This design comes from an exercise in tuning for small area, a short achievable clock period and few clock cycles per item on the open sky130 flow, not from production work. RTL that was checked went through simulation tests only; none was proved equivalent to the original. Power figures rest on the tool's default switching activity, not on a simulated workload.

## willow
// de1soc_top
module de1soc_top (
    input  logic        clock,
    input  logic        reset,
    input  logic [31:0] in_data,
    input  logic        in_valid,
    output logic        upstream_stall,
    output logic [31:0] out_data,
    output logic        out_valid,
    input  logic        downstream_stall
);
For scale: ~4000 cells after synthesis, about 70 I/O pins, roughly 0.042 mm^2 of cells after synthesis.
Settings: LEC_CHECK=0, CAP_MARGIN=20, CORE_MARGIN=2, CORE_UTILIZATION=40, CTS_CLUSTER_DIAMETER=70, CTS_CLUSTER_SIZE=25, SLEW_MARGIN=20; clock period 16.0 ns.
standard.sh (not shown) runs the stock make flow with config.mk's settings and CLKGATE_MAP_FILE= SYNTH_SCRIPT=/design/flow/synth_recipe.tcl, a recipe that flattens the netlist after the stock synthesis.
==> flow/flow/run.sh <==
#!/bin/bash
# The standard layout (standard.sh), except that timing repair aims for
# 11 ns of setup slack on the 16 ns clock (paths of about 5 ns) instead of 0.
# The make output goes to flow_make.log; ORFS keeps each step's log under
# orfs/logs/.
set -euo pipefail
bash standard.sh SETUP_SLACK_MARGIN=11 finish > flow_make.log 2>&1
Testbench counts of willow, summed over its fixed seeds: cycles 14,504, frames 512.
Input-level comparison between zinc and willow:
==> flow/run.sh (new file) <==
#!/bin/bash
# synth_recipe.tcl (not shown) runs the flow's synth.tcl, then flattens the netlist and writes it again
# the make line also repeats each setting of config.mk as NAME=value (left out here)
make -C /OpenROAD-flow-scripts/flow DESIGN_CONFIG=/design/flow/config.mk WORK_HOME=/design/flow/orfs CLKGATE_MAP_FILE= SYNTH_SCRIPT=/design/flow/synth_recipe.tcl finish
removed: flow/flow/run.sh
removed: flow/standard.sh
Findings:
zinc has completed all stages; timing, DRC and antenna checks passed.
Non-clock buffer count, zinc vs willow: down slightly
Lower final worst setup slack goes to zinc over willow.
Compared with willow, in zinc number of buffers added for setup after CTS went down by 1; synthesis-to-finish area growth now sits at about the same level.
zinc vs willow, critical path depth went down by 1.
There was hardly any difference in number of global-route vias before repair between zinc and willow.
Status: end-of-flow core utilization parity (zinc, willow)
Status: later-pin clock latency in the skew report parity (willow, zinc)

de1soc_top, a different RTL version from the one above (not shown whole).
Size in the first run: about 4100 cells after synthesis, ~740 flip-flops, ~70 I/O pins, about 43000 µm² of cells after synthesis.
clock: 16.0 ns
lec_check: 0
cap_margin: 20
core_margin: 2
core_utilization: 40
slew_margin: 20
==> flow/flow/run.sh <==
#!/bin/bash
# The standard layout (standard.sh), except that timing repair aims for
# 11 ns of setup slack on the 16 ns clock (paths of about 5 ns) instead of 0.
# The make output goes to flow_make.log; ORFS keeps each step's log under
# orfs/logs/.
set -euo pipefail
bash standard.sh SETUP_SLACK_MARGIN=11 finish > flow_make.log 2>&1
Testbench counts at the start, summed over its fixed seeds: cycles 14,504, frames 512.
==> next run, changes <==
==> flow/run.sh (new file) <==
#!/bin/bash
# synth_recipe.tcl (not shown) runs the flow's synth.tcl, then flattens the netlist and writes it again
# the make line also repeats each setting of config.mk as NAME=value (left out here)
make -C /OpenROAD-flow-scripts/flow DESIGN_CONFIG=/design/flow/config.mk WORK_HOME=/design/flow/orfs CLKGATE_MAP_FILE= SYNTH_SCRIPT=/design/flow/synth_recipe.tcl finish
CORE_UTILIZATION = 65   (was 40)
removed: flow/flow/run.sh
removed: flow/standard.sh
What happened:
- The changed run completed without violations
- wire length climbs by about 3.2%
- synthesized area stays the same
- global-route usage rose by 14 points
- power increases by about 1.7%
- clock skew goes down by 3.9 ps
- die area decreases by 38%
- clock power barely changes
==> next run, changes <==
CORE_UTILIZATION = 40   (was 65)
Outcome:
- design area climbs slightly
- global-route usage went down by 14 points
- total power went down slightly
- routed wire length goes down by a few percent
- sequential share of layout area came out lower by 0.59 points
- core utilization shrinks by 26 points
- sequential cell count is unchanged

de1soc_top, a different RTL version from the one above (not shown whole).
Size: ~4,400 cells after synthesis, roughly 70 I/O pins, about 0.045 mm^2 of cells after synthesis.
==> flow/design.v (excerpt) <==
module de1soc_top (
    input  logic        clock,
    input  logic        reset,
    input  logic [31:0] in_data,
    input  logic        in_valid,
    output logic        upstream_stall,
    output logic [31:0] out_data,
    output logic        out_valid,
    input  logic        downstream_stall
);
    localparam int CH = 10;
    logic        b_v;        
    logic        b_soft;     
    logic        b_last;
    logic        b_first;    
    logic        b_stepn;    
    logic [17:0] b_s;        
    logic [4:0]  b_idx;      
    logic        nf;         
    logic        take, take_s, wt;
    assign take   = in_valid && !upstream_stall && !reset;
    assign take_s = take && !in_data[31];
    assign wt     = nf || (b_idx <= 5'd26);      
    always_ff @(posedge clock) begin
        b_v     <= take_s;
        b_soft  <= take && in_data[31];
        b_last  <= in_data[30];
        b_first <= take_s && nf;
        b_stepn <= take_s && !nf && wt;
        b_s     <= (take_s && wt) ? in_data[17:0] : 18'd0;
        if (reset) begin
            nf <= 1'b1;
        end else if (take) begin
            if (in_data[31]) begin
                nf <= 1'b1;
            end else begin
                nf    <= in_data[30];
                b_idx <= nf ? 5'd0 : (b_idx == 5'd28 ? 5'd28 : b_idx + 5'd1);
            end
        end
    end
    logic rst_q;
    always_ff @(posedge clock) rst_q <= reset;
    logic [22:0] p;          
    logic [25:0] v;          
    always_ff @(posedge clock) begin
        p <= (b_first ? 23'd0 : p) + {{5{b_s[17]}}, b_s};
        v <= (b_first ? 26'd0 : v) + (b_stepn ? {{3{p[22]}}, p} : 26'd0);
    end
    logic        full;       
    logic        busy;       
    logic        seq;        
    logic [3:0]  slot;       
    logic        comp;
    logic        xfer, xfer_d;
    assign comp = b_v && b_last;
    assign xfer = (comp || full) && !busy;
    always_ff @(posedge clock) begin
        if (reset || b_soft) full <= 1'b0;
        else if (xfer)       full <= 1'b0;
        else if (comp)       full <= 1'b1;
  ...
Settings: LEC_CHECK=0, CAP_MARGIN=20, CORE_MARGIN=2, CORE_UTILIZATION=65, CTS_BUF_LIST=sky130_fd_sc_hd__clkbuf_8, SLEW_MARGIN=20; clock period 16.0 ns.
run.sh (not shown) runs the stock make flow with config.mk's settings and CLKGATE_MAP_FILE= SYNTH_SCRIPT=/design/flow/synth_recipe.tcl, a recipe that flattens the netlist after the stock synthesis.
Stock flow here: none of the scripts above is used.
The starting point passed the timing, DRC and antenna checks.
==> next run, changes <==
--- a/flow/config.mk
+++ b/flow/config.mk
@@ -9,4 +9,3 @@
 export CORE_MARGIN = 2
-export CORE_UTILIZATION = 65
-export CTS_BUF_LIST = sky130_fd_sc_hd__clkbuf_8
+export CORE_UTILIZATION = 40
 export SLEW_MARGIN = 20
Global-route usage shrinks by 11 points.
First-iteration DRC count shrinks by about 10%.
Setup slack improved by 0.15 ns.
Routed wire length grows by 2.5%.
Function was not checked in any run of this note: the RTL went through the layout flow alone.

Another version of the RTL of de1soc_top (not shown whole).
Size: about 4,000 cells after synthesis, ~70 I/O pins, roughly 0.042 mm² of cells after synthesis.
==> flow/config.mk <==
export PLATFORM = sky130hd
export DESIGN_NAME = de1soc_top
export DESIGN_NICKNAME = de1soc_top
export VERILOG_FILES = /design/flow/design.v
export SDC_FILE = /design/flow/constraint.sdc
export NUM_CORES = 4
export LEC_CHECK = 0
export CAP_MARGIN = 20
export CORE_MARGIN = 2
export CORE_UTILIZATION = 40
export CTS_CLUSTER_DIAMETER = 70
export CTS_CLUSTER_SIZE = 25
export SLEW_MARGIN = 20
==> flow/constraint.sdc <==
create_clock -name core_clock -period 16.0 [get_ports {clock}]
set_input_delay 3.2000 -clock core_clock [delete_from_list [all_inputs] [get_ports {clock}]]
set_output_delay 3.2000 -clock core_clock [all_outputs]
set_load 0.01 [all_outputs]
standard.sh (not shown) runs the stock make flow with config.mk's settings and CLKGATE_MAP_FILE= SYNTH_SCRIPT=/design/flow/synth_recipe.tcl, a recipe that flattens the netlist after the stock synthesis.
==> flow/flow/run.sh <==
#!/bin/bash
# The standard layout (standard.sh), except that timing repair aims for
# 11 ns of setup slack on the 16 ns clock (paths of about 5 ns) instead of 0.
# The make output goes to flow_make.log; ORFS keeps each step's log under
# orfs/logs/.
set -euo pipefail
bash standard.sh SETUP_SLACK_MARGIN=11 finish > flow_make.log 2>&1
Testbench counts at the start, summed over its fixed seeds: cycles 14,504, frames 512.
Then changed:
==> flow/flow/run.sh (replaced) <==
#!/bin/bash
# The standard layout (standard.sh), except that timing repair aims for
# 11.7 ns of setup slack on the 16 ns clock (paths of about 4.3 ns) instead of 0,
# and the port buffers are buf_4 cells rather than the flow's default pick.
# The make output goes to flow_make.log; ORFS keeps each step's log under
# orfs/logs/.
set -euo pipefail
bash standard.sh SETUP_SLACK_MARGIN=11.7 'BUFFER_PORTS_ARGS=-buffer_cell sky130_fd_sc_hd__buf_4' finish > flow_make.log 2>&1
- routed wire length rises by 0.62%
- final area rises by 0.31%
- worst setup slack improved by 320 ps
- synthesized cell count is unchanged
- power rises by 1.8%
- clock power rises by about 8%
- utilization rises by 0.14 points
- combinational power hardly moves
Then changed:
==> flow/flow/run.sh (replaced) <==
#!/bin/bash
# The standard layout (standard.sh), except that timing repair aims for
# 11 ns of setup slack on the 16 ns clock (paths of about 5 ns) instead of 0,
# and the port buffers are buf_4 cells rather than the flow's default pick.
# The make output goes to flow_make.log; ORFS keeps each step's log under
# orfs/logs/.
set -euo pipefail
bash standard.sh SETUP_SLACK_MARGIN=11 'BUFFER_PORTS_ARGS=-buffer_cell sky130_fd_sc_hd__buf_4' finish > flow_make.log 2>&1
Outcome:
- power barely changes
- design area drops by about 0.34%
- first-iteration DRC count climbs by about 11%
- worst setup slack loses 71 ps
- global-route usage drops by 0.13 points
- clock power hardly moves
- fmax drops by 1.5%
- sequential power hardly moves
- via count stays flat
Then changed:
==> flow/run.sh (new file) <==
#!/bin/bash
# synth_recipe.tcl (not shown) runs the flow's synth.tcl, then flattens the netlist and writes it again
# the make line also repeats each setting of config.mk as NAME=value (left out here)
make -C /OpenROAD-flow-scripts/flow DESIGN_CONFIG=/design/flow/config.mk WORK_HOME=/design/flow/orfs CLKGATE_MAP_FILE= SYNTH_SCRIPT=/design/flow/synth_recipe.tcl finish
removed: flow/flow/run.sh
removed: flow/standard.sh
Core utilization hardly moves. Hold slack improved by 5.7 ps. Clock power shrinks by about 6%. Synthesized area is unchanged. Count of clock-buffer cells in the layout shrinks by 4. Final area barely changes. Maximum frequency shrinks by 7.2%. Routed wire length is about the same. Combinational power hardly moves. Cell count barely changes. First-iteration DRC count shrinks by about 1.5%.

## what the ideal ports hide
The results above use ideal ports. As a check the final layouts listed here were re-extracted and re-timed, cells and wires unchanged.
Step 1, drivers: a clkbuf_16 drives clock and a buf_2 each remaining input, both assumed.
Step 2 times the ports against the registers' clock, not the clock port: input delays grow and output delays shrink by t, the midpoint of the rising clock arrivals with the driver on.
Slacks: ideal / step 1 / step 2; pairs: ideal / step 1.
run | t, ns | setup slack, ns | worst setup path after step 2 | clock arrival spread, ns | cell pins on the clock port's net
willow | 0.669 | 11.126 / 11.061 / 11.112 | input to register | 0.038 / 0.037 | 1
zinc | 0.670 | 11.006 / 10.942 / 11.119 | input to register | 0.040 / 0.040 | 1
the first run of note 2 | 0.714 | 11.113 / 11.046 / 10.989 | input to register | 0.039 / 0.039 | 1
the second run of note 2 | 0.698 | 10.945 / 10.877 / 10.412 | input to register | 0.037 / 0.037 | 1
the third run of note 2 | 0.714 | 11.017 / 10.950 / 10.993 | input to register | 0.039 / 0.038 | 1
the first run of note 3 | 0.817 | 10.861 / 10.792 / 10.617 | input to register | 0.063 / 0.062 | 1
the second run of note 3 | 0.705 | 11.007 / 10.938 / 10.615 | input to register | 0.038 / 0.038 | 1
the first run of note 4 | 0.663 | 11.161 / 11.084 / 11.055 | input to register | 0.024 / 0.023 | 1
the second run of note 4 | 0.669 | 11.486 / 11.413 / 11.211 | input to register | 0.036 / 0.036 | 1
the third run of note 4 | 0.668 | 11.415 / 11.340 / 11.346 | input to register | 0.028 / 0.028 | 1
the fourth run of note 4 | 0.661 | 11.058 / 10.982 / 11.047 | input to register | 0.023 / 0.024 | 1
After both steps setup and hold are still met in every run listed. The setup slack of the second run of note 2, which loses most, moves by -0.068 ns with the drivers and by -0.533 ns with both steps.
